This design comes from an exercise in tuning for small area, a short achievable clock period and few clock cycles per item on the open sky130 flow, not from production work.
Function was checked by simulation only, so behaviour that the tests miss may differ from the original.
Power figures rest on the tool's default switching activity, not on a simulated workload.

==> design.v <==
package cache_pkg;
	localparam int ADDR_W     = 32;
	localparam int NUM_SETS   = 16;
	localparam int NUM_WAYS   = 8;
	localparam int OFFSET_W   = 6;
	localparam int INDEX_W    = 4;
	localparam int TAG_W      = 22;
	localparam int WAY_W      = 3;
	localparam int RESP_DEPTH = 4;
	localparam int RESP_PTR_W = 2;
	localparam int CNT_W      = 16;
	typedef enum logic [3:0] {
		READ_DATA   = 4'd0,
		WRITE_DATA  = 4'd1,
		READ_INSTR  = 4'd2,
		SNOOP_INVAL = 4'd3,
		SNOOP_READ  = 4'd4,
		SNOOP_RWIM  = 4'd6,
		CLEAR_ALL   = 4'd8
	} cache_op_e;
	typedef enum logic [1:0] {MODIFIED, EXCLUSIVE, SHARED, INVALID} mesi_e;
	typedef enum logic [1:0] {SNP_HIT, SNP_HITM, SNP_MISS} snoop_e;
	typedef enum logic [1:0] {IDLE, LOOKUP, UPDATE, CLEAR} ctrl_state_e;
	typedef logic [TAG_W-1:0]   tag_t;
	typedef logic [INDEX_W-1:0] index_t;
	typedef logic [WAY_W-1:0]   way_t;
	typedef struct packed {
		cache_op_e         op;
		logic              hit;
		way_t              way;
		snoop_e            snoop;
		mesi_e             state;
		logic [ADDR_W-1:0] addr;
	} resp_t;
endpackage
`timescale 1ns/100ps
module l2_mesi_cache (
	input  logic                          clk,
	input  logic                          arst_n,
	input  logic                          req_valid,
	output logic                          req_ready,
	input  logic [3:0]                    req_op,
	input  logic [cache_pkg::ADDR_W-1:0]  req_addr,
	output logic                          resp_valid,
	input  logic                          resp_ready,
	output logic [3:0]                    resp_op,
	output logic                          resp_hit,
	output logic [2:0]                    resp_way,
	output logic [1:0]                    resp_snoop,
	output logic [1:0]                    resp_state,
	output logic [cache_pkg::ADDR_W-1:0]  resp_addr,
	output logic [cache_pkg::CNT_W-1:0]   hit_count,
	output logic [cache_pkg::CNT_W-1:0]   miss_count
);
	localparam int NS   = 16;
	localparam int NW   = 8;
	localparam int TW   = 22;
	localparam int PW   = 28;    
	localparam int RW   = 44;    
	localparam logic [1:0] ST_M = 2'd0;
	localparam logic [1:0] ST_E = 2'd1;
	localparam logic [1:0] ST_S = 2'd2;
	localparam logic [1:0] ST_I = 2'd3;
	localparam logic [1:0] SN_HIT  = 2'd0;
	localparam logic [1:0] SN_HITM = 2'd1;
	localparam logic [1:0] SN_MISS = 2'd2;
	function automatic integer pidx(input integer w, input integer v);
		pidx = w * (w - 1) / 2 + v;
	endfunction
	logic [TW-1:0]   tag_q   [NS][NW];
	logic [2*NW-1:0] st_q    [NS];
	logic [PW-1:0]   lru_q   [NS];
	logic [NS-1:0]   fresh_q;
	logic        c_v;
	logic [NS-1:0] c_sel_a, c_sel_b, c_sel_c, c_sel_d;
	logic [3:0]  c_op;
	logic [31:0] c_addr;
	logic        s_v;
	logic [3:0]  s_op;
	logic [31:0] s_addr;
	logic [NW-1:0]   s_hit1;    
	logic [NW-1:0]   s_fmask;   
	logic            s_fval;
	logic [2*NW-1:0] s_st;
	logic [PW-1:0]   s_lru;
	logic          o_v;
	logic [RW-1:0] o_data;
	logic          k_v;
	logic [RW-1:0] k_data;
	logic [RW-1:0] p_data;
	logic [RW-1:0] o_new;
	logic          o_en;
	logic          rdy_q;
	logic [15:0] hit_q;
	logic [15:0] miss_q;
	logic go2, fire2, acc, pop;
	assign go2       = !k_v;
	assign fire2     = s_v && go2;
	logic rdy;
	assign rdy       = !c_v || !k_v;
	assign req_ready = rdy_q;
	assign acc       = req_valid && rdy;
	assign pop       = o_v && resp_ready;
	logic          op_clr, op_l1, op_snp, op_wr, op_sinv, op_srd;
	logic [NW-1:0] inv_v, lru_v, first_inv, vict, upd;
	logic          hit_any, inv_any, wr;
	logic [1:0]    hit_st, bus, own, new_state;
	logic [2:0]    upd_way;
	logic [2*NW-1:0] new_st;
	logic [PW-1:0]   new_lru;
	logic [RW-1:0]   resp_w;
	logic [3:0]    s_set;
	logic [TW-1:0] s_tag;
	logic [NW*NW-1:0] newer;
	logic [NW-1:0] s_hit;
	assign s_set = s_addr[9:6];
	assign s_tag = s_addr[31:10];
	always_comb
	begin
		op_clr  = s_op[3];
		op_l1   = !s_op[3] && !s_op[2] && !(s_op[1] && s_op[0]);
		op_snp  = !op_clr && !op_l1;
		op_wr   = (s_op == 4'd1);
		op_sinv = !s_op[2];
		op_srd  = s_op[2] && !s_op[1];
		s_hit   = (s_hit1 & ~s_fmask) | (s_fmask & {NW{s_fval}});
		hit_any = |s_hit;
		hit_st  = '0;
		for (int w = 0; w < NW; w++)
		begin
			if (s_hit[w])
				hit_st = hit_st | s_st[2*w +: 2];
			inv_v[w] = (s_st[2*w +: 2] == ST_I);
		end
		inv_any = |inv_v;
		for (int w = 0; w < NW; w++)
			for (int v = 0; v < NW; v++)
				if (w > v)
					newer[w*NW+v] = s_lru[pidx(w, v)];
				else if (w < v)
					newer[w*NW+v] = !s_lru[pidx(v, w)];
				else
					newer[w*NW+v] = 1'b0;
		for (int w = 0; w < NW; w++)
		begin
			lru_v[w] = 1'b1;
			for (int v = 0; v < NW; v++)
				if (newer[w*NW+v])
					lru_v[w] = 1'b0;
		end
		for (int w = 0; w < NW; w++)
			first_inv[w] = inv_v[w] && !(|(inv_v & ((8'd1 << w) - 8'd1)));
		vict = inv_any ? first_inv : lru_v;
		upd  = hit_any ? s_hit : vict;
		upd_way = '0;
		for (int w = 0; w < NW; w++)
			if (upd[w])
				upd_way = upd_way | 3'(w);
		case (s_addr[1:0])
			2'b00:   bus = SN_HIT;
			2'b10:   bus = SN_HITM;
			default: bus = SN_MISS;
		endcase
		if (!hit_any)
			own = SN_MISS;
		else if (hit_st == ST_M)
			own = SN_HITM;
		else
			own = SN_HIT;
		if (op_l1)
		begin
			if (op_wr)
				new_state = ST_M;
			else if (hit_any)
				new_state = hit_st;
			else
				new_state = (bus == SN_MISS) ? ST_E : ST_S;
		end
		else if (!hit_any || op_clr)
			new_state = ST_I;
		else if (op_srd)
			new_state = ST_S;
		else if (op_sinv)
			new_state = (hit_st == ST_S) ? ST_I : hit_st;
		else
			new_state = ST_I;
		wr = op_l1 || (op_snp && hit_any);
		for (int w = 0; w < NW; w++)
			new_st[2*w +: 2] = (upd[w] && wr) ? new_state : s_st[2*w +: 2];
		for (int w = 1; w < NW; w++)
			for (int v = 0; v < w; v++)
				new_lru[pidx(w, v)] = upd[w] || (!upd[v] && s_lru[pidx(w, v)]);
		resp_w = {s_op, hit_any, op_clr ? 3'd0 : upd_way, op_l1 ? bus : own, new_state, s_addr};
	end
	logic [3:0]      c_set;
	logic [TW-1:0]   c_tag;
	logic [TW-1:0]   rd_tag [NW];
	logic [2*NW-1:0] rd_st;
	logic [PW-1:0]   rd_lru;
	logic            rd_fresh;
	logic [2*NW-1:0] st1;
	logic [PW-1:0]   lru1;
	logic [NW-1:0]   hit1;
	logic            hz, hz_clr, teq;
	logic [NW-1:0]   hit_n, fmask_n;
	logic [2*NW-1:0] st_n;
	logic [PW-1:0]   lru_n;
	assign c_set = c_addr[9:6];
	assign c_tag = c_addr[31:10];
	function automatic logic sel_for(input integer w, input integer s,
		input logic [NS-1:0] a, input logic [NS-1:0] b,
		input logic [NS-1:0] c, input logic [NS-1:0] d);
		case (w / 2)
			0:       sel_for = a[s];
			1:       sel_for = b[s];
			2:       sel_for = c[s];
			default: sel_for = d[s];
		endcase
	endfunction
	always_comb
	begin
		for (int w = 0; w < NW; w++)
		begin
			rd_tag[w] = '0;
			for (int s = 0; s < NS; s++)
				rd_tag[w] = rd_tag[w]
					| ({TW{sel_for(w, s, c_sel_a, c_sel_b, c_sel_c, c_sel_d)}} & tag_q[s][w]);
		end
		rd_st    = '0;
		rd_lru   = '0;
		rd_fresh = 1'b0;
		for (int s = 0; s < NS; s++)
		begin
			for (int w = 0; w < NW; w++)
				rd_st[2*w +: 2] = rd_st[2*w +: 2]
					| ({2{sel_for(w, s, c_sel_a, c_sel_b, c_sel_c, c_sel_d)}} & st_q[s][2*w +: 2]);
			for (int i = 0; i < PW; i++)
				rd_lru[i] = rd_lru[i]
					| (sel_for(i % NW, s, c_sel_a, c_sel_b, c_sel_c, c_sel_d) & lru_q[s][i]);
			rd_fresh = rd_fresh | (sel_for(7, s, c_sel_a, c_sel_b, c_sel_c, c_sel_d) & fresh_q[s]);
		end
		st1  = rd_fresh ? rd_st : '1;
		lru1 = rd_lru;
		for (int w = 0; w < NW; w++)
			hit1[w] = (rd_tag[w] == c_tag) && rd_fresh && (rd_st[2*w +: 2] != ST_I);
		teq    = (s_tag == c_tag);
		hz_clr = fire2 && op_clr;
		hz     = fire2 && (s_set == c_set);
		hit_n   = (c_op[3] || hz_clr) ? '0 : hit1;
		fmask_n = '0;
		st_n    = st1;
		lru_n   = lru1;
		if (hz_clr)
			st_n = '1;
		else if (hz)
		begin
			if (wr && !c_op[3])
				fmask_n = upd;
			st_n  = new_st;
			if (op_l1)
				lru_n = new_lru;
		end
	end
	logic c_v_d, k_v_d;
	always_comb
	begin
		o_new = k_v ? k_data : resp_w;
		o_en  = k_v ? pop : (fire2 && (!o_v || pop));
		c_v_d = acc || (c_v && !go2);
		k_v_d = k_v ? !pop : (fire2 && o_v && !pop);
	end
	always_ff @(posedge clk or negedge arst_n)
	begin
		if (!arst_n)
		begin
			rdy_q   <= 1'b1;
			c_sel_c <= '0;
			c_sel_d <= '0;
			c_v     <= 1'b0;
			s_v     <= 1'b0;
			o_v     <= 1'b0;
			k_v     <= 1'b0;
			hit_q   <= '0;
			miss_q  <= '0;
			fresh_q <= '0;
		end
		else
		begin
			rdy_q <= !c_v_d || !k_v_d;
			if (acc)
				c_sel_c <= 16'd1 << req_addr[9:6];
			if (rdy)
				c_sel_d <= 16'd1 << req_addr[9:6];
			c_v   <= c_v_d;
			k_v   <= k_v_d;
			if (go2)
				s_v <= c_v;
			if (!k_v && fire2)
				o_v <= 1'b1;
			else if (!k_v && pop)
				o_v <= 1'b0;
			if (fire2 && op_l1)
			begin
				if (hit_any)
					hit_q <= hit_q + 16'd1;
				else
					miss_q <= miss_q + 16'd1;
			end
			if (fire2 && op_clr)
				fresh_q <= '0;
			else if (fire2 && op_l1)
				fresh_q <= fresh_q | (16'd1 << s_set);
		end
	end
	always_ff @(posedge clk)
	begin
		if (acc)
		begin
			c_op     <= req_op;
			c_addr   <= req_addr;
			c_sel_a  <= 16'd1 << req_addr[9:6];
		end
		if (rdy)
			c_sel_b  <= 16'd1 << req_addr[9:6];
		if (go2)
		begin
			s_op   <= c_op;
			s_addr <= c_addr;
			s_hit1  <= hit_n;
			s_fmask <= fmask_n;
			s_fval  <= teq && (new_state != ST_I);
			s_st   <= st_n;
			s_lru  <= lru_n;
		end
		if (o_en || !o_v)
			o_data <= o_new;
		p_data <= o_en ? o_new : o_data;
		if (!k_v && fire2 && o_v && !pop)
			k_data <= resp_w;
	end
	logic [NS-1:0] s_sel;
	always_comb
		for (int s = 0; s < NS; s++)
			s_sel[s] = (s_set == 4'(s));
	for (genvar s = 0; s < NS; s++)
	begin : g_set
		always_ff @(posedge clk)
		begin
			if (fire2 && wr && s_sel[s])
				st_q[s] <= new_st;
			if (fire2 && op_l1 && s_sel[s])
				lru_q[s] <= new_lru;
		end
		for (genvar w = 0; w < NW; w++)
		begin : g_way
			always_ff @(posedge clk)
				if (fire2 && op_l1 && s_sel[s] && upd[w])
					tag_q[s][w] <= s_tag;
		end
	end
	assign resp_valid = o_v;
	assign {resp_op, resp_hit, resp_way, resp_snoop, resp_state, resp_addr} = p_data;
	assign hit_count  = hit_q;
	assign miss_count = miss_q;
endmodule
==> flow/run.sh <==
#!/bin/bash
# The standard layout, with the timing repair asked to leave 6.6 ns of setup
# slack at the design's 10 ns clock, i.e. to optimise paths down to about
# 3.4 ns. Constraints, clock period and all other steps are the standard flow's own.
set -euo pipefail
bash standard.sh finish SETUP_SLACK_MARGIN=6.6 > run_standard.log 2>&1
==> standard.sh <==
#!/bin/bash
# synth_recipe.tcl (not shown) runs the flow's synth.tcl, then flattens the netlist and writes it again
# the make line also repeats each setting of config.mk as NAME=value (left out here)
make -C /OpenROAD-flow-scripts/flow DESIGN_CONFIG=/design/flow/config.mk WORK_HOME=/design/flow/orfs CLKGATE_MAP_FILE= SYNTH_SCRIPT=/design/flow/synth_recipe.tcl "${@:-finish}"
==> config.mk <==
export PLATFORM = sky130hd
export DESIGN_NAME = l2_mesi_cache
export DESIGN_NICKNAME = l2_mesi_cache
export VERILOG_FILES = /design/flow/design.v
export SDC_FILE = /design/flow/constraint.sdc
export NUM_CORES = 4
export LEC_CHECK = 0
export CAP_MARGIN = 20
export CORE_MARGIN = 2
export CORE_UTILIZATION = 70
export CTS_CLUSTER_DIAMETER = 60
export CTS_CLUSTER_SIZE = 30
export PLACE_DENSITY = 0.78
export SLEW_MARGIN = 20
==> constraint.sdc <==
create_clock -name core_clock -period 10.0 [get_ports {clk}]
set_input_delay 2.0000 -clock core_clock [delete_from_list [all_inputs] [get_ports {clk}]]
set_output_delay 2.0000 -clock core_clock [all_outputs]
set_load 0.01 [all_outputs]
==> results of run 1 <==
==> worst paths after layout <==
kind	endpoint	slack, ns	depth (start not counted)
setup / recovery	req_ready	6.43	1
hold / removal	s_addr[1]	0.43	0
setup reg to reg	s_hit1[7]	6.55	8
hold reg to reg	s_addr[1]	0.43	0
max in group asynchronous	c_sel_d[0]	7.73	2
min in group asynchronous	hit_q[3]	1.01	1
==> through the flow <==
step / instances / total power [W] / hold WS [ns] / setup slack, ns
2_1_floorplan: 7598 / 0.0252 / 0.400 / 6.54
3_3_place_gp: 10300 / 0.0284 / 0.402 / 5.69
3_5_place_dp: 10300 / 0.0287 / 0.405 / 5.65
4_1_cts: 10700 / 0.0381 / 0.430 / 6.36
5_1_grt: 10700 / 0.0393 / 0.443 / 6.39
6_report: 10700 / 0.0386 / 0.433 / 6.43
==> flip-flops by register name, indices dropped and copies added, names as in the netlist, 4 cells and up <==
| register | count |
|---|---|
| fresh_q | 16 |
| miss_q | 16 |
| c_sel_d | 16 |
| k_data | 44 |
| st_q | 256 |
| s_lru | 28 |
| p_data | 44 |
| o_data | 44 |
| c_sel_a | 16 |
| s_fmask | 8 |
| lru_q | 448 |
| s_st | 16 |
| c_addr | 32 |
| s_addr | 32 |
| s_hit1 | 8 |
| hit_q | 16 |
| c_sel_c | 16 |
| tag_q | 2816 |
| c_sel_b | 16 |
| c_op | 4 |
| s_op | 4 |
==> area by class of cell <==
class | count | area [um^2]
timing repair buffer | 545 | 4490
sequential | 3902 | 116000
inverter | 48 | 199
antenna | 8 | 20.0
tap | 2672 | 3340
clock buffer | 206 | 5010
fill | 10500 | 45700
multi-input combinational | 3192 | 25000
clock inverter | 142 | 1810
==> timing repair <==
item | in CTS | in global routing
resized for setup | 441 | 70
cloned | 17 | 2
pin swaps | 25 | 10
endpoints found under the setup margin | 1287 | 2609
setup buffers | 43 | 24
==> power groups by stage <==
stage               Clock [W]  Combinational, W  Sequential [W]
floorplan                   0           0.00370          0.0215
global placement            0           0.00746          0.0210
detailed placement          0           0.00770          0.0210
CTS                   0.00959           0.00781          0.0207
global route           0.0101           0.00852          0.0207
finish                0.00962           0.00827          0.0207
==> cells in the final DEF (no fill, tap or decap), drive strengths merged, types with 5 or more instances in the layout <==
| cell type | count |
|---|---|
| a221oi | 771 |
| and4 | 5 |
| dfxtp | 44 |
| o31ai | 10 |
| edfxtp | 3773 |
| buf | 507 |
| bufinv | 9 |
| a22o | 774 |
| dfrtp | 84 |
| o21ai | 42 |
| clkinvlp | 15 |
| a22oi | 237 |
| mux2 | 61 |
| and3 | 12 |
| o2111a | 8 |
| inv | 99 |
| xor2 | 72 |
| nor3 | 38 |
| a21oi | 14 |
| clkinv | 67 |
| nor2 | 224 |
| a21o | 5 |
| nand4 | 245 |
| a31oi | 39 |
| and2 | 7 |
| nand2 | 265 |
| o21a | 17 |
| clkbuf | 206 |
| or3 | 7 |
| xnor2 | 158 |
| nand3 | 92 |
| clkdlybuf4s50 | 38 |
| nor4 | 31 |
| a2bb2oi | 7 |
| diode | 8 |
| nor2b | 14 |
==> logic make-up (layout without fill, tap and decap cells) <==
family | Yosys count | in the layout
AO/OA/AOI/OAI | 1944 | 1944
XOR/XNOR | 230 | 230
flip-flops | 3902 | 3902
multiplexers | 61 | 61
AND/OR/NAND/NOR | 936 | 955
buffers and inverters | 523 | 941
other | 0 | 8
adder cells (fa/ha/maj) | 2 | 2
==> layer usage <==
metal,share of wire,wire length (um),global-route usage,vias up
met3,0.18,77000,0.141,1337
met2,0.44,188000,0.602,8771
li1,-,-,-,32400
met5,0.0011,469,0,-
met4,0.051,21800,0.180,26
met1,0.33,140000,0.573,42100
==> out/results.ini, run 1 <==
[placed_design]
dpl.hpwl_um=220000
globalplace.congestion=0.978
post_dp_cell_area_um2=148000
io_buffers=117

[critical_path]
crit_path_max_incr_delay_ns=0.57
worstPathArrival_ns=1.57
critPathLaunchType=flip-flop
critPathKind=reg -> out
end_kind=primary output
crit_family=flip-flops
critPathRequiredTime_ns=8.00
worst_r2r_startpoint=c_sel_d[12]
worstPathCellList=buf_6
worstPathMaxFanout=1
slowest_stage=dfstp_2
crit_start=rdy_q
path_buf_inv=1

[pwr]
cellPowerDensity_nw_per_um2=247
p_leak_nw=49.2
p_seq_frac=0.536
power.share.switching=0.312
p_int_w=0.0265
ir_worst_vdd_mv=0.213
p_switching_w=0.0120
p_clk_frac=0.249
comb_power_share=0.214

[timing]
setup_tns_ns=0
worst_pin_slew_ns=1.24
setup_viol=0
finClkSkew_ns=0.0314
period_share=0.357
slew_headroom=0.170
hold_viol=0
report.final.slew_viol_count=0
layout_min_cycle_time_ns=3.57
fmax_mhz=280
rsz0062_at_grt=true

[drt]
drtAntennaViolNets=0
drtPass1Iterations=8
drt_iter0_drc=17300
num_vias=84600
wl_um=427000
detail_route.wl_per_cell_um=39.8
viasPerCell=7.89
drc_errors=0

[synthesis]
yosys_register_bits=3902
yosysMostFrequentCell=edfxtp_1
synth.net_count=7640
synth-edff-count=3773
synth_simple_gate_area_share=0.0323
synth_top_area_frac=0.797
yosysWarnings=5
synthFlopType=edfxtp_1
ys_top_cells_by_area=edfxtp_1 (80%), a22o_1 (4.8%), a221oi_1 (4.8%)
ys_types=71
yosysSeqAreaShare=0.819
synthCells=7598
async_reset_ff_frac=0.0218
yosys.area_share.adder=0.000176
yosys.area.top_type=edfxtp_1
synth_compound_area_frac=0.116
synth_area_um2=142000
synth_mux_area_frac=0.00486
synth_xor_xnor_area_share=0.0142
synth.cells.most_frequent=edfxtp_1 (3773), a22o_1 (774), a221oi_1 (771)
synth_top_family_by_area=compound AO/OA/AOI/OAI gates
avgSynthCellArea_um2=18.7

[clock_network]
cts_tree=done
cts_buffers=189
clockBufferDepth=3
cts-root-buf=clkbuf_16
clkSlewWorstSetupHoldPaths_ns=0.11
cts_num_sinks=3902
postCtsHoldBufs=0
h-tree-depth=4
clk-insertion-delay-late_ns=0.90

[finish]
drive_gt1_frac=0.150
design_area_um2=156000
final_core_utilization=0.774
syn_to_final_growth_pct=9.93
fin_nets=7920

[job]
drv_cap=0

[die]
die_width_um=455
start_util=0.704
rows=165
core_area_um2=202000
ios=118
die_area_um2=207000
die_y_um=455

[global_routing]
grt_max_degree=99
grt.overflow.total=0
track_usage=0.412
grt_pass1_vias=79800
antenna_found_initial=19
grt_pass1_wl_um=590000

[min_path]
hp-class=reg -> reg
holdCritStartpoint=c_addr[1]

[status]
outcome=finished clean

Testbench counts, summed over its fixed seeds: cycles 32,024, items 32,000.
==> run 2, diff against run 1 <==
--- a/design.v
+++ b/design.v
@@ -273,7 +273,6 @@
 	begin
 		if (!arst_n)
 		begin
-			rdy_q   <= 1'b1;
 			c_sel_c <= '0;
 			c_sel_d <= '0;
 			c_v     <= 1'b0;
@@ -286,7 +285,6 @@
 		end
 		else
 		begin
-			rdy_q <= !c_v_d || !k_v_d;
 			if (acc)
 				c_sel_c <= 16'd1 << req_addr[9:6];
 			if (rdy)
@@ -313,6 +311,8 @@
 		end
 	end
 	always_ff @(posedge clk)
+		rdy_q <= !c_v_d || !k_v_d;
+	always_ff @(posedge clk)
 	begin
 		if (acc)
 		begin
==> run 2 against run 1 <==
Effect of this change:
- still clean
- critical endpoint is now resp_valid
- sequential power about the same
- synthesized cell count about the same
- maximum frequency up 2.8%
==> out/results.ini, run 2 <==
[die]
rows=165  ; unchanged
core_area_um2=202000  ; unchanged
die_width_um=455  ; about the same
start_util=0.704  ; about the same
die_y_um=455  ; about the same
die_area_um2=207000  ; about the same
ios=118  ; unchanged

[global_routing]
met3_usage=0.143  ; +0.00229
grt_max_degree=97  ; -2.0%
grt.overflow.total=0  ; unchanged
use_met1=0.558  ; -0.0143
grt_pass1_vias=80500  ; +0.96%
grt_use_met2=0.592  ; -0.00974
busiest_layer=met2
antenna_found_initial=15  ; -4
grt_pass1_wl_um=584000  ; -0.98%
track_usage=0.406  ; -0.00545

[drt]
detail_route.wl_per_cell_um=39.4  ; -1.0%
drt_iter0_drc=17400  ; +0.40%
drc_errors=0  ; unchanged
viasPerCell=7.90  ; about the same
drtPass1Iterations=12  ; +4
drtAntennaViolNets=0  ; unchanged
wl_um=422000  ; -1.1%
num_vias=84600  ; +0.0024%

[min_path]
hp-class=reg -> reg
min_path_cells=0  ; unchanged
holdPathEnd=s_addr[4]
holdCritStartpoint=c_addr[4]

[critical_path]
crit_path_max_incr_delay_ns=0.44  ; -0.13 ns
ff2ff_setup_slack_ns=6.56  ; about the same
end_kind=primary output
slowest_stage=dfrtp_2
critPathLaunchType=flip-flop
critPathKind=reg -> out
worstPathArrival_ns=1.47  ; -0.10 ns
critPathRequiredTime_ns=8.00  ; about the same
worstPathCellList=buf_6
path_buf_inv=1  ; unchanged
worstPathMaxFanout=2  ; +1
r2r_cells=8  ; unchanged
crit_family=flip-flops
worst_r2r_startpoint=c_sel_c[14]
reg2reg_to=s_hit1[5]

[clock_network]
clk-insertion-delay-late_ns=0.92  ; +0.02 ns
cts-root-buf=clkbuf_16
clockBufferDepth=3  ; unchanged
cts_num_sinks=3902  ; unchanged
cts_buffers=183  ; -3.2%
cts_tree=done
postCtsHoldBufs=0  ; unchanged
h-tree-depth=4  ; unchanged
clkSlewWorstSetupHoldPaths_ns=0.11  ; about the same

[synthesis]
avgSynthCellArea_um2=18.7  ; about the same
synth_area_um2=142000  ; about the same
synth-edff-count=3773  ; unchanged
synth.cells.most_frequent=edfxtp_1 (3773), a221oi_1 (767), a22o_1 (767)
synth.net_count=7644  ; +0.052%
synthCells=7602  ; +0.053%
ys_top_cells_by_area=edfxtp_1 (80%), a221oi_1 (4.7%), a22o_1 (4.7%)
async_reset_ff_frac=0.0215  ; -0.000256
synthFlopType=edfxtp_1
yosysSeqAreaShare=0.819  ; about the same
yosys_register_bits=3902  ; unchanged
yosys.area.top_type=edfxtp_1
ys_types=69  ; -2.8%
synth_top_area_frac=0.797  ; about the same
yosysMostFrequentCell=edfxtp_1
yosysWarnings=5  ; unchanged

[timing]
rsz0062_at_grt=true
setup_tns_ns=0  ; unchanged
hold_viol=0  ; unchanged
finClkSkew_ns=0.0530  ; +0.0216 ns
fmax_mhz=288  ; +2.8%
worst_pin_slew_ns=1.13  ; -0.110 ns
period_share=0.347  ; -0.00956
layout_min_cycle_time_ns=3.47  ; -0.0956 ns
slew_headroom=0.244  ; +0.0732
layout_setup_ws_ns=6.53  ; +0.0956 ns
setup_viol=0  ; unchanged
report.final.slew_viol_count=0  ; unchanged

[finish]
final_core_utilization=0.773  ; -0.000843
top_regs=tag_q (2816), lru_q (448), st_q (256)
layout_commonest_cell=edfxtp_1
syn_to_final_growth_pct=9.83  ; about the same
drive_gt1_frac=0.147  ; -0.00218
top_register=tag_q
final_cell_mix=edfxtp_1 (3773), a22o_1 (767), a221oi_1 (767)
largest_reg_flops=2816  ; unchanged
fin_nets=7933  ; +0.16%

[placed_design]
io_buffers=117  ; unchanged
globalplace.congestion=0.966  ; -1.1%
dpl.hpwl_um=221000  ; +0.46%
place_ws_ns=5.09  ; -0.560 ns

[pwr]
cellPowerDensity_nw_per_um2=244  ; -1.3%
p_leak_nw=49.2  ; about the same
ir_worst_vdd_mv=0.226  ; +6.3%
p_total_w=0.0380  ; -1.5%

[status]
outcome=finished clean

[job]
drv_cap=0  ; unchanged

==> run 2: cell count changes after synthesis, moves of 9 or more <==
cell / change
buf_1: -9
a31oi_1: -10
a22oi_1: +23
clkbuf_1: +13
mux2i_1: +17
nor2_1: -9
inv_1: +17
==> run 2: where the power goes <==
| part | leakage (nW) | internal (W) | switching (W) |
|---|---|---|---|
| registers | 35.3 | 0.0202 | 0.000506 |
| clock network | 3.03 | 0.00385 | 0.00534 |
| logic | 10.9 | 0.00205 | 0.00602 |
| total | 49.2 | 0.0261 | 0.0119 |
==> run 2: layer usage <==
layer	vias up	routed length (um)	part of all wire
met5	-	322	0.00076
met1	42100	138000	0.33
met3	1357	75300	0.18
li1	32400	-	-
met4	13	23000	0.054
met2	8700	186000	0.44
==> run 2: cell type report <==
| class | instances | area, um^2 |
|---|---|---|
| Antenna cell | 12 | 30.0 |
| Clock buffer | 197 | 4770 |
| Clock inverter | 122 | 1490 |
| Fill cell | 10300 | 45900 |
| Inverter | 65 | 283 |
| Multi-Input combinational cell | 3168 | 24700 |
| Sequential cell | 3902 | 116000 |
| Tap cell | 2672 | 3340 |
| Timing Repair Buffer | 571 | 5060 |
==> run 2: worst max path at each step <==
stage                     from         end  slack [ns]  depth (start not counted)
global placement    resp_ready  o_data[18]        5.15                          5
CTS                        o_v  resp_valid        6.49                          1
detailed placement  resp_ready  o_data[14]        5.09                          5
global route               o_v  resp_valid        6.50                          1
finish                     o_v  resp_valid        6.53                          1
floorplan           resp_ready   k_data[0]        6.31                          3
==> run 2: through the flow <==
step / hold WS, ns / area (um^2) / std cells
3_5_place_dp: 0.406 / 148000 / 10300
2_1_floorplan: 0.400 / 142000 / 7602
6_report: 0.420 / 156000 / 10700
3_3_place_gp: 0.403 / 148000 / 10300
5_1_grt: 0.434 / 156000 / 10700
4_1_cts: 0.419 / 155000 / 10600
==> run 2: what timing repair did <==
item / CTS / global route
buffers inserted: 54 / 66
endpoints found under the setup margin: 3845 / 3768
pin swaps: 13 / 28
cloned: 7 / 0
gates resized for setup: 438 / 123
==> run 2: cell families (layout without fill, tap and decap cells) <==
| kind of cell | count (synthesis) | after routing | share of synthesized area |
|---|---|---|---|
| muxes | 73 | 73 | 0.00564 |
| DFF | 3902 | 3902 | 0.819 |
| other | 0 | 12 | 0 |
| xor gates and xnor gates | 230 | 230 | 0.0142 |
| adders and majority gates | 2 | 2 | 0.000176 |
| and+or+nand+nor | 921 | 928 | 0.0317 |
| AOI/OAI and AO/OA | 1935 | 1935 | 0.115 |
| buffers and inverters | 539 | 955 | 0.0144 |
Testbench counts of run 2, summed over its fixed seeds: cycles 32,024, items 32,000.
==> run 3, diff against run 2 <==
--- a/config.mk
+++ b/config.mk
@@ -7,8 +7,8 @@
 export LEC_CHECK = 0
 export CAP_MARGIN = 20
 export CORE_MARGIN = 2
-export CORE_UTILIZATION = 70
+export CORE_UTILIZATION = 75
 export CTS_CLUSTER_DIAMETER = 60
 export CTS_CLUSTER_SIZE = 30
-export PLACE_DENSITY = 0.78
+export PLACE_DENSITY = 0.82
 export SLEW_MARGIN = 20
==> run 3 against run 2 <==
Effect of this change:
- clock power is 2.8% higher
- area after synthesis stayed put
- global-route usage is 3.5 points higher
- register-to-register slack worse by 0.04 ns
- critical path type is now reg -> reg
- highest routed layer unchanged
==> out/results.ini, run 3 <==
[pwr]
p_total_w=0.0384  ; +0.91%
ir_worst_vdd_mv=0.232  ; +2.7%
p_leak_nw=49.2  ; about the same
cellPowerDensity_nw_per_um2=247  ; +1.3%

[die]
rows=159  ; -3.6%
start_util=0.756  ; +0.0521
ios=118  ; unchanged
die_y_um=439  ; -3.4%
die_area_um2=193000  ; -6.6%
core_area_um2=188000  ; -6.9%
die_width_um=439  ; -3.4%

[critical_path]
worstPathCellList=buf_4 > a221oi_1 > nand4_1 > xnor2_1 > nand4_1 > nor4_4 > o2111a_1
cp_common_cell=nand4_1
critPathRequiredTime_ns=10.74  ; +2.74 ns
crit_path_max_incr_delay_ns=0.78  ; +0.34 ns
critPathLaunchType=flip-flop
slowest_stage=dfrtp_2
end_kind=flip-flop
reg2reg_to=s_hit1[5]
worstPathArrival_ns=4.22  ; +2.75 ns
ff2ff_setup_slack_ns=6.52  ; -0.04 ns
r2r_cells=7  ; -1
worst_r2r_startpoint=c_sel_c[13]
worstPathMaxFanout=43  ; +41
critPathKind=reg -> reg

[global_routing]
grt_pass1_vias=82400  ; +2.3%
grt_pass1_wl_um=593000  ; +1.6%
track_usage=0.442  ; +0.0354
grt_max_degree=97  ; unchanged
antenna_found_initial=25  ; +10
grt.overflow.total=0  ; unchanged

[synthesis]
ys_types=69  ; unchanged
yosys_register_bits=3902  ; unchanged
synthCells=7602  ; unchanged
yosysWarnings=5  ; unchanged
synth-edff-count=3773  ; unchanged
yosysMostFrequentCell=edfxtp_1
ys_top_cells_by_area=edfxtp_1 (80%), a221oi_1 (4.7%), a22o_1 (4.7%)
synth_top_area_frac=0.797  ; unchanged
yosysSeqAreaShare=0.819  ; unchanged
synth.cells.most_frequent=edfxtp_1 (3773), a221oi_1 (767), a22o_1 (767)
async_reset_ff_frac=0.0215  ; unchanged
synth.net_count=7644  ; unchanged
synth_area_um2=142000  ; unchanged
synthFlopType=edfxtp_1
avgSynthCellArea_um2=18.7  ; unchanged
yosys.area.top_type=edfxtp_1

[timing]
layout_min_cycle_time_ns=3.48  ; +0.00925 ns
report.final.slew_viol_count=0  ; unchanged
setup_viol=0  ; unchanged
worst_pin_slew_ns=1.24  ; +0.108 ns
period_share=0.348  ; +0.000925
hold_ws_ns=0.416  ; -0.00440 ns
fmax_mhz=287  ; -0.27%
hold_viol=0  ; unchanged
layout_setup_ws_ns=6.52  ; -0.00925 ns
slew_headroom=0.172  ; -0.0719
rsz0062_at_grt=true
finClkSkew_ns=0.0425  ; -0.0105 ns
setup_tns_ns=0  ; unchanged

[placed_design]
io_buffers=117  ; unchanged
post_dp_cell_area_um2=148000  ; about the same
place_ws_ns=5.01  ; -0.0868 ns
dpl.hpwl_um=225000  ; +1.9%
globalplace.congestion=0.973  ; +0.65%

[clock_network]
clk-insertion-delay-late_ns=0.91  ; about the same
h-tree-depth=4  ; unchanged
cts_buffers=184  ; +0.55%
clkSlewWorstSetupHoldPaths_ns=0.11  ; about the same
clockBufferDepth=3  ; unchanged
cts-root-buf=clkbuf_16
cts_tree=done
cts_num_sinks=3902  ; unchanged

[finish]
drive_gt1_frac=0.148  ; +0.00105
layout_commonest_cell=edfxtp_1
top_regs=tag_q (2816), lru_q (448), st_q (256)
syn_to_final_growth_pct=9.46
top_register=tag_q
largest_reg_flops=2816  ; unchanged
final_cell_mix=edfxtp_1 (3773), a22o_1 (767), a221oi_1 (758)
fin_nets=7922  ; -0.14%
design_area_um2=156000  ; -0.33%

[drt]
drtAntennaViolNets=0  ; unchanged
wl_um=428000  ; +1.4%
viasPerCell=8.22  ; +4.0%
num_vias=86500  ; +2.3%
detail_route.wl_per_cell_um=40.6  ; +3.1%
drc_errors=0  ; unchanged
drt_iter0_drc=19000  ; +9.1%
drtPass1Iterations=12  ; unchanged

[min_path]
hp-class=reg -> reg
holdCritStartpoint=c_addr[4]
holdPathEnd=s_addr[4]
min_path_cells=0  ; unchanged

[job]
drv_cap=0  ; unchanged

[status]
outcome=finished clean

-- run 3: cell counts after synthesis --
Identical to the previous run, type by type.
-- run 3: worst max path at each step --
stage,endpoint,slack [ns],cells after the start,from
floorplan,k_data[0],6.31,3,resp_ready
global placement,o_data[11],4.99,5,resp_ready
detailed placement,o_data[16],5.01,5,resp_ready
CTS,resp_valid,6.50,1,o_v
global route,resp_valid,6.50,1,o_v
finish,s_hit1[5],6.52,7,c_sel_c[13]
-- run 3: what timing repair did --
action / in CTS / in global routing
hold buffers: 0 / 0
resized for setup: 420 / 103
setup buffers: 47 / 40
cloned: 0 / 2
endpoints found under the setup margin: 3572 / 1672
pin swaps: 5 / 13
-- run 3: logic make-up (layout without fill, tap and decap cells) --
family	count (synthesis)	count (layout)	synth area share
xor+xnor	230	230	0.0142
simple gates	921	923	0.0317
fa+ha+maj	2	2	0.000176
other cells	0	17	0
mux	73	73	0.00564
compound gates	1935	1935	0.115
flops	3902	3902	0.819
buf+inv	539	957	0.0144
-- run 3: area by class of cell --
class / count / area (um^2)
Clock inverter: 126 / 1640
Inverter: 65 / 289
Antenna cell: 17 / 42.5
Sequential cell: 3902 / 116000
Timing Repair Buffer: 564 / 4520
Clock buffer: 202 / 4870
Fill cell: 7919 / 32500
Tap cell: 2495 / 3120
Multi-Input combinational cell: 3163 / 24600
-- run 3: worst max-delay path: cells and delay by family (launching register included) --
family / cells / cell delay [ns]
simple gates: 3 / 0.93
flops: 1 / 0.78
buf+inv: 1 / 0.76
compound gates: 2 / 0.59
xor+xnor: 1 / 0.17
-- run 3: per-stage QoR --
| stage | cells | utilization |
|---|---|---|
| finish | 10500 | 0.827 |
| CTS | 10500 | 0.823 |
| detailed placement | 10100 | 0.786 |
| global placement | 10100 | 0.786 |
| global route | 10500 | 0.827 |
| floorplan | 7602 | - |
-- run 3: metal layers --
layer  GRT usage  wire [um]  vias up
met5     0.00521        177        -
met4       0.243      28500       10
met3       0.167      82000     1936
met2       0.635     187000    10500
met1       0.593     131000    41800
li1            -          -    32300
-- run 3: report_power, final --
part / internal (W) / switching, W / total (W) / leakage (nW)
clock: 0.00407 / 0.00537 / 0.00945 / 3.17
combinational: 0.00202 / 0.00623 / 0.00825 / 10.7
sequential: 0.0202 / 0.000410 / 0.0207 / 35.3
total: 0.0263 / 0.0120 / 0.0384 / 49.2

==> static timing again, ports no longer ideal <==
The results above use ideal ports. As a check the final layouts listed here were re-extracted and re-timed, cells and wires unchanged.
Step 1 (the two cells are an assumption about what drives the block):
set clk [get_ports {clk}]
set_driving_cell -lib_cell sky130_fd_sc_hd__clkbuf_16 $clk
set_driving_cell -lib_cell sky130_fd_sc_hd__buf_2 [delete_from_list [all_inputs] $clk]
Step 2 adds t to the input delays and takes it off the output delays; t is the mean of the earliest and latest rising clock arrival at the registers after step 1. Input paths then give back, and output paths get back, about the clock's delay inside the block.
Three values: ideal, step 1, step 2; two values: the first two.
run | shift t [ns] | setup WS [ns] | worst register clock-pin slew, ns
run 1 | 0.978 | 6.434 / 6.344 / 5.766 | 0.11 / 0.11
run 2 | 0.978 | 6.530 / 6.442 / 5.873 | 0.12 / 0.12
run 3 | 0.984 | 6.520 / 6.430 / 5.726 | 0.12 / 0.12
After both steps every run listed still meets setup and hold. The setup slack of run 3, which loses most, moves by -0.090 ns with the drivers and by -0.794 ns with both steps.
